This design comes from an exercise in tuning for small area, a short achievable clock period and few clock cycles per item on the open sky130 flow, not from production work.
Function was not checked in any run shown here: the RTL went through the layout flow alone.
Power is estimated from default activity; no workload was simulated.

==> flow/design.v, too long to show whole: its modules and the start of the top module <==
// module mbsd_decide: 896 lines
// module moving_baseline_spike_detector: 272 lines
// module mbsd_add: 29 lines
module moving_baseline_spike_detector #(
    parameter int WINDOW     = 8,
    parameter int DAY_LENGTH = 1440
) (
    input  logic                             i_clk,
    input  logic                             i_rst_n,
    input  logic                             i_valid,
    output logic                             o_ready,
    input  logic [mbsd_pkg::COUNT_W-1:0]     i_error_count,
    input  logic                             i_start_of_day,
    output logic                             o_valid,
    input  logic                             i_ready,
    output logic                             o_decision_valid,
    output logic                             o_anomaly,
    output logic [mbsd_pkg::MINUTE_W-1:0]    o_minute_index,
    output logic [mbsd_pkg::BASE_W-1:0]      o_baseline_sum,
    output logic [mbsd_pkg::TOTAL_W-1:0]     o_anomaly_total,
    input  logic                             i_cfg_valid,
    output logic                             o_cfg_ready,
    input  logic [mbsd_pkg::CFG_IDX_W-1:0]   i_cfg_index,
    input  logic [mbsd_pkg::CFG_W-1:0]       i_cfg_data
);
  // ...
==> flow/flow/run.sh <==
#!/bin/bash
# Standard ORFS layout (the standard.sh) with two changes to how the layout
# is made:
#  - timing repair aims for a larger setup-slack margin (flow/margin.txt), so it
#    keeps improving paths below the clock period;
#  - the port buffers that global placement inserts are plain buffers
#    (flow/port_buffer.txt) instead of the delay cell ORFS picks by default.
# The whole make output goes to make_flow.log; ORFS's per-step logs stay in
# orfs/logs.
set -euo pipefail
MARGIN=$(cat flow/margin.txt)
PORTBUF=$(cat flow/port_buffer.txt)
sed -e "s/SETUP_SLACK_MARGIN=[0-9.]*/SETUP_SLACK_MARGIN=${MARGIN}/" standard.sh > standard_margin.sh
grep -q "SETUP_SLACK_MARGIN=${MARGIN}" standard_margin.sh
bash standard_margin.sh "BUFFER_PORTS_ARGS=-buffer_cell ${PORTBUF}" finish > make_flow.log 2>&1
==> flow/flow/margin.txt <==
6.6
==> flow/flow/port_buffer.txt <==
sky130_fd_sc_hd__buf_2
==> flow/standard.sh <==
#!/bin/bash
# synth_recipe.tcl (not shown) runs the flow's synth.tcl, then flattens the netlist and writes it again
# the make line also repeats each setting of config.mk as NAME=value (left out here)
make -C /OpenROAD-flow-scripts/flow DESIGN_CONFIG=/design/flow/config.mk WORK_HOME=/design/flow/orfs CLKGATE_MAP_FILE= SYNTH_SCRIPT=/design/flow/synth_recipe.tcl "${@:-finish}"
==> flow/config.mk <==
export PLATFORM = sky130hd
export DESIGN_NAME = moving_baseline_spike_detector
export DESIGN_NICKNAME = moving_baseline_spike_detector
export VERILOG_FILES = /design/flow/design.v
export SDC_FILE = /design/flow/constraint.sdc
export NUM_CORES = 4
export LEC_CHECK = 0
export ABC_AREA = 1
export CAP_MARGIN = 20
export CORE_MARGIN = 2
export CORE_UTILIZATION = 55
export CTS_CLUSTER_DIAMETER = 80
export CTS_CLUSTER_SIZE = 24
export SETUP_SLACK_MARGIN = 5
export SLEW_MARGIN = 20
==> flow/constraint.sdc <==
create_clock -name core_clock -period 10.0 [get_ports {i_clk}]
set_input_delay 2.0000 -clock core_clock [delete_from_list [all_inputs] [get_ports {i_clk}]]
set_output_delay 2.0000 -clock core_clock [all_outputs]
set_load 0.01 [all_outputs]
==> flow_summary.yaml, run 1 <==
clock_network:
  cts_buffers: 22
  clockRootBuffer: "clkbuf_16"
  path_clk_slew_ns: 0.09
  cts_max_level: 1
  clock_sinks: 367
  cts_setup_buffers: 13
timing:
  whs_ns: 0.4181
  period_needed_ns: 3.453
  fin_crit_sh_pct: 34.53
  fin_skew_ns: 0.03147
power_and_ir_drop:
  power.share.switching_pct: 33.68
  combPwrFrac_pct: 32.8
  clkPwrFrac_pct: 22.3
  intPower_mw: 2.956
die:
  nWellTaps: 525
  dieArea_um2: 41940
  num_rows: 73
  ios: 86
final_layout:
  multi_input_area_um2: 9942
  num-multi-input-gates: 1184
  seqAreaFraction_pct: 42.58
  largest_reg_flops: 128
  multi_input_area_share_pct: 40.02
  antenna_cells: 0
  final_common_cell: "inv_1"
  regArea_um2: 10580
placed_design:
  dp_hpwl_mm: 35.29
global_route:
  grt_pass1_vias: 14470
  use_met2_pct: 38.94
critical_path:
  slowest_delay_ns: 0.52
  worst_setup_path_end_kind: "register"
  crit_type: "primary input to register"
run_status:
  status: "timing/DRC/antenna clean"
logic_synthesis:
  yosys.area.top_type: "edfxtp_1"
  yosysSeqAreaShare_pct: 47.58
  synth_top_cell_area_share_pct: 43.33
  yosys.area_share.adder_pct: 20.18
routing:
  wl_met2_mm: 23.50
min_path:
  hold_path.class: "register to register"
==> inputs of run 2 (changes only) <==
--- a/flow/config.mk
+++ b/flow/config.mk
@@ -9,5 +9,5 @@
 export CAP_MARGIN = 20
 export CORE_MARGIN = 2
-export CORE_UTILIZATION = 55
+export CORE_UTILIZATION = 65
 export CTS_CLUSTER_DIAMETER = 80
 export CTS_CLUSTER_SIZE = 24
==> run 2 against run 1 <==
Against the previous run: still clean on timing, DRC and antenna; register-to-register slack about the same; via count up 2.5%; cell area barely moved; highest routed layer is now met4; wire length up 0.25%; synthesized area unchanged; final cell count decreased by 2.3%; synthesized cell count unchanged; total power fell by 1.3%; fmax grew 1.9%; largest power group unchanged.
==> flow_summary.yaml, run 2 <==
power_and_ir_drop:
  ir_drop_v: 0.0001506
  intPower_mw: 2.920
  seqPwrFrac_pct: 45.5
  power_density_nw_per_um2: 177.1
  power.share.switching_pct: 33.63
  p_leak_nw: 11.22
  clkPwrFrac_pct: 20.4
  combPwrFrac_pct: 34.1
  p_switching_mw: 1.479
global_route:
  grt_pass1_vias: 14890
  grt_pass1_wl_mm: 79.86
  grt-ovfl-total: 0
  grt_usage_pct: 28.91
  antenna_found_initial: 0
  grt_start_max_net_pins: 67
timing:
  rsz0062_at_grt: "yes"
  max_slew.worst_pin.slew_ns: 0.9021
  fin_skew_ns: 0.03020
  slew_headroom_pct: 39.72
  hold_viol_final: 0
  setup_violations: 0
  tns_ns: 0
  max_freq_mhz: 295.0
  period_needed_ns: 3.390
  fin_crit_sh_pct: 33.90
  slew_violations: 0
critical_path:
  worst_setup_path_end_kind: "register"
  cpMostUsedCell: "fa_1"
  critPathArrivalTime_ns: 3.70
  path_cells: "clkinv_4 > clkbuf_8 > buf_4 > fa_1 > inv_1 > ha_4 > a21o_1 > a21oi_2 > o21bai_4 > nand2_1 > nand3_2 > fa_1 > xnor2_1 > nor2_1"
  critical_path.top_delay_family: "adder cells"
  critPathBufInv: 4
  r2r_end: "r_sum[16]"
  cp-start-kind: "register"
  reg2regPathDepth: 14
  slowest_delay_ns: 0.49
  r2r_start: "r_sum[8]"
  r2r_slack_ns: 6.61
  worstPathRequired_ns: 10.31
  critPathMaxFanout: 10
  crit_type: "register to register"
  cp-startpoint: "r_sum[8]"
  critical_path.slowest_cell: "fa_1"
logic_synthesis:
  ys_types: 48
  ys.flop_type: "edfxtp_1"
  synth_top_cell_area_share_pct: 43.33
  synth_edf_count: 320
  synthTopCellsByArea: "edfxtp_1, fa_1, xor2_1"
  postSynthAreaPerCell_um2: 10.80
  netlist_area_um2: 22180
  synth_most_common_cell: "inv_1"
  synth_commonest_cells: "inv_1, edfxtp_1, nand2_1, xor2_1, fa_1"
  ys_ff_latch: 367
  syn_inst: 2053
  yosysWarnings: 8
  yosys.area.top_type: "edfxtp_1"
  yosysSeqAreaShare_pct: 47.58
  async_reset_ff_share_pct: 0
  synth_nets: 2350
clock_network:
  clockBufferDepth: 3
  postCtsHoldBufs: 0
  cts_max_level: 1
  cts_tree: "built"
  cts_buffers: 20
  clk_latency_ns: 0.56
  clockRootBuffer: "clkbuf_16"
  path_clk_slew_ns: 0.10
  clock_sinks: 367
routing:
  firstDrtPassIters: 6
  routed_wl_mm: 52.42
  vias_per_cell: 5.745
  vias: 15200
  detail-route-antenna-nets: 0
  route.detailed.drc: 0
  drt_iter0_markers: 1505
  wl_per_cell_um: 19.82
final_layout:
  multi_input_area_um2: 9899
  num-fill-cells: 2425
  regArea_um2: 10590
  antenna_cells: 0
  largest-register: "r_hist"
  top_regs: "r_hist: 128 flops, r_dc_r0: 30 flops, r_dc_r1: 30 flops"
  area_growth_pct: 12.02
  drive_gt1_share_pct: 14.75
  layout_common_cells: "inv_1, edfxtp_1, nand2_1"
  final_common_cell: "inv_1"
  fin_util_pct: 74.08
  nets: 2480
  largest_reg_flops: 128
die:
  die_w_um: 188.7
  initial_utilization_pct: 66.13
  core-area_um2: 33530
  ios: 86
  die-height_um: 188.7
  dieArea_um2: 35610
  num_rows: 67
run:
  maxCapViolCount: 0
min_path:
  worst_hold_startpoint: "r_hist[6][4]"
  worst_hold_path.num_cells: 0
  hold_path.class: "register to register"
  hold_end: "r_hist[7][4]"
placed_design:
  dp_hpwl_mm: 34.76
  place.gp.congestion: 0.8758
  port_buffers: 84
run_status:
  status: "timing/DRC/antenna clean"
run 2: final cells by class:
class / instances / share of cell area (%)
clock inverter: 6 / 0.2972
sequential: 367 / 42.61
tap: 448 / 2.257
inverter: 423 / 7.148
multi-input combinational: 1184 / 39.85
timing repair inverter: 5 / 0.1108
clock buffer: 30 / 2.252
timing repair buffer: 182 / 5.470
run 2: metal layers:
metal	GRT usage (%)	up-vias	wire, µm
met5	0	-	0
met4	10.28	0	1910
met3	4.284	136	4489
met2	45.15	669	23950
met1	41.90	7394	22070
li1	-	6997	-
run 2: cell families after synthesis:
logic type	after synthesis	share of synthesized area (%)
AND/OR/NAND/NOR	435	8.232
flip-flops	367	47.58
buffers and inverters	504	8.717
XOR/XNOR	179	7.070
adder cells (fa/ha/maj)	259	20.18
AO/OA/AOI/OAI	307	8.159
other	1	0.01691
multiplexers	1	0.05078
run 2: timing repair:
| item | in CTS | in global routing |
|---|---|---|
| setup endpoints to repair | 303 | 110 |
| resized for setup | 90 | 67 |
| buffers inserted | 11 | 73 |
| gates cloned | 2 | 7 |
| pin swaps | 0 | 18 |
run 2: power groups by stage:
| stage | Sequential (mW) | Clock, mW | Combinational, mW |
|---|---|---|---|
| global placement | 2.03 | 0 | 1.31 |
| global route | 2.02 | 0.971 | 1.74 |
| CTS | 2.00 | 0.919 | 1.41 |
| floorplan | 2.00 | 0 | 1.00 |
| detailed placement | 2.03 | 0 | 1.38 |
| finish | 2.00 | 0.898 | 1.50 |
run 2: worst max path at each step:
| stage | to | slack [ns] | depth (start not counted) |
|---|---|---|---|
| 3_5_place_dp | r_hist[7][15] | 4.89 | 7 |
| 3_3_place_gp | r_hist[7][15] | 4.98 | 7 |
| 2_1_floorplan | r_hist[0][0] | 3.66 | 4 |
| 6_report | r_sum[16] | 6.61 | 14 |
| 4_1_cts | r_dc_r1[14] | 6.60 | 8 |
| 5_1_grt | r_sum[16] | 6.53 | 14 |
run 2: per-stage QoR:
stage | instances | setup WS [ns] | hold slack [ns] | power [mW] | instance area, µm²
2_1_floorplan | 2053 | 3.660 | 0.4003 | 3.004 | 22190
3_3_place_gp | 2514 | 4.984 | 0.4003 | 3.342 | 22920
3_5_place_dp | 2514 | 4.887 | 0.4045 | 3.415 | 22920
4_1_cts | 2563 | 6.605 | 0.4168 | 4.334 | 23890
5_1_grt | 2645 | 6.526 | 0.4248 | 4.730 | 24840
6_report | 2645 | 6.610 | 0.4139 | 4.399 | 24840

re-timing with driven ports:
Ports are ideal in the flow. The routed layouts listed here were re-timed in OpenROAD. Step 1: set_driving_cell puts a clkbuf_16 on i_clk and a buf_2 on each other input, an assumption about the parent block. Step 2, shift: input delay + t, output delay - t, t = (earliest + latest rising clock arrival at the registers) / 2. This alone moves slack from input paths to output paths. a / b / c = no drivers / after step 1 / after step 2; a / b = the first two.
run	shift t [ns]	slack for setup (ns)	worst register clock-pin slew, ns
run 1	0.625	6.547 / 6.580 / 5.955	0.10 / 0.10
run 2	0.605	6.610 / 6.610 / 6.142	0.10 / 0.10
After both steps every run listed still meets setup and hold. For run 1, which loses most, drivers alone change the setup slack by +0.033 ns; drivers and shift together by -0.592 ns.
